Source: an optimization exercise on an open RTL-to-GDS flow (aim: small area, a short achievable clock period and few clock cycles per item). Production flows keep margins and buffers that such runs may drop.

==> run G <==
==> flow/design.v (excerpt) <==
module inv_byte_substitution_state (
    input  logic           i_clock,
    input  logic           i_reset,
    input  logic [127:0]   i_state,
    input  logic           i_valid,
    output logic           o_ready,
    output logic [127:0]   o_state,
    output logic           o_valid,
    input  logic           i_ready
);
    logic vout_q, va_q, vs_q, ready_q;
    logic lo, la, acc;
    logic fo, fa;
    assign fo = ~vout_q;
    assign fa = ~(va_q & vout_q);
    inv_byte_flag u_ovalid (
        .i_clock (i_clock),
        .i_reset (i_reset),
        .i_en    (lo),
        .i_d     (va_q),
        .o_q     (o_valid)
    );
    assign acc = i_valid & ready_q;
    assign lo  = ~vout_q | i_ready;    
    assign la  = ~va_q | lo;           
    for (genvar k = 0; k < 16; k++) begin : g_lane
        inv_byte_lane u_lane (
            .i_clock (i_clock),
            .i_byte  (i_state[8*k +: 8]),
            .i_ready (i_ready),
            .i_fo    (fo),
            .i_fa    (fa),
            .i_vs    (vs_q),
            .o_byte  (o_state[8*k +: 8])
        );
    end
    always_ff @(posedge i_clock) begin
        if (i_reset) begin
            vout_q  <= 1'b0;
            va_q    <= 1'b0;
            vs_q    <= 1'b0;
            ready_q <= 1'b1;
        end else begin
            if (lo) vout_q <= va_q;
            if (la) begin
                va_q    <= vs_q | acc;
                vs_q    <= vs_q & acc;
                ready_q <= ~(vs_q & acc);
            end else begin
                vs_q    <= vs_q | acc;
                ready_q <= ~(vs_q | acc);
            end
        end
    end
    assign o_ready = ready_q;
endmodule
==> flow/config.mk <==
export PLATFORM = sky130hd
export DESIGN_NAME = inv_byte_substitution_state
export DESIGN_NICKNAME = inv_byte_substitution_state
export VERILOG_FILES = /design/flow/design.v
export SDC_FILE = /design/flow/constraint.sdc
export NUM_CORES = 4
export LEC_CHECK = 0
export CAP_MARGIN = 20
export CORE_MARGIN = 2
export CORE_UTILIZATION = 40
export CTS_CLUSTER_DIAMETER = 80
export CTS_CLUSTER_SIZE = 20
export SLEW_MARGIN = 20
export SYNTH_HIERARCHICAL = 1
==> flow/constraint.sdc <==
create_clock -name core_clock -period 16.0 [get_ports {i_clock}]
set_input_delay 3.2000 -clock core_clock [delete_from_list [all_inputs] [get_ports {i_clock}]]
set_output_delay 3.2000 -clock core_clock [all_outputs]
set_load 0.01 [all_outputs]
standard.sh (not shown) runs the stock make flow with config.mk's settings and CLKGATE_MAP_FILE= SYNTH_SCRIPT=/design/flow/synth_recipe.tcl, a recipe that flattens the netlist after the stock synthesis.
==> flow/flow/run.sh <==
#!/bin/bash
# The standard layout, with plain buf_2 cells as the port buffers instead of the delay
# buffer that buffer_ports picks by default. Everything else is the standard flow.
set -euo pipefail
bash standard.sh "BUFFER_PORTS_ARGS=-buffer_cell sky130_fd_sc_hd__buf_2" SETUP_SLACK_MARGIN=11.6 finish > standard_flow.log 2>&1
==> run F: changes against run G <==
==> flow/flow/run.sh (replaced) <==
#!/bin/bash
# The standard layout, with plain buf_2 cells as the port buffers instead of the delay
# buffer that buffer_ports picks by default. Everything else is the standard flow.
set -euo pipefail
bash standard.sh "BUFFER_PORTS_ARGS=-buffer_cell sky130_fd_sc_hd__buf_2" SETUP_SLACK_MARGIN=11.4 finish > standard_flow.log 2>&1
==> comparison <==
In run F the routed wire length is lower than in run G, by 0.38%.
Between run G and run F, the lower non-clock buffer count is in run F (gap 2).
Area after synthesis is the same in run G and run F.
In count of clock-buffer cells in the layout, run F and run G do not differ.
Of run G and run F, run G has the higher cell area (gap 2.0%, measured against run F).
Run G finished clean. Run F completed without violations.
In die area, run F and run G do not differ.
==> figures <==
	run F	run G
Result of the run	no timing/DRC/antenna violations	no timing/DRC/antenna violations
Maximum clock frequency	228 MHz	228 MHz
Unrepaired setup endpoints after global routing	false	true
Worst Setup Slack, final	11.61 ns	11.61 ns
Clock Skews	0.0320 ns	0.0336 ns
Utilization after layout	0.455	0.464
Relative max-transition margin	0.349	0.360
Overall global routing resource usage	0.175	0.175
Final instance count without filler cells	4584	4587
Via-per-instance ratio	4.91	4.90
No functional check of the RTL was part of any run of this note.

what the ideal ports hide:
In the flow no input, the clock included, has a driving cell. The finished layouts below were timed again as built, in two steps.
Step 1, drivers: a clkbuf_16 drives i_clock and a buf_2 each remaining input, both assumed.
Step 2 times the ports against the registers' clock, not the clock port: input delays grow and output delays shrink by t, the midpoint of the rising clock arrivals with the driver on.
Three values: no drivers, after step 1, after step 2; two values: the first two.
run	shift t [ns]	setup slack, ns	slew at the worst register clock pin (ns)
run G	0.625	11.615 / 11.554 / 11.286	0.09 / 0.09
run F	0.625	11.605 / 11.545 / 11.270	0.08 / 0.08
After both steps setup and hold are still met in every run listed. For run F, which loses most, drivers alone change the setup slack by -0.060 ns; drivers and shift together by -0.335 ns.
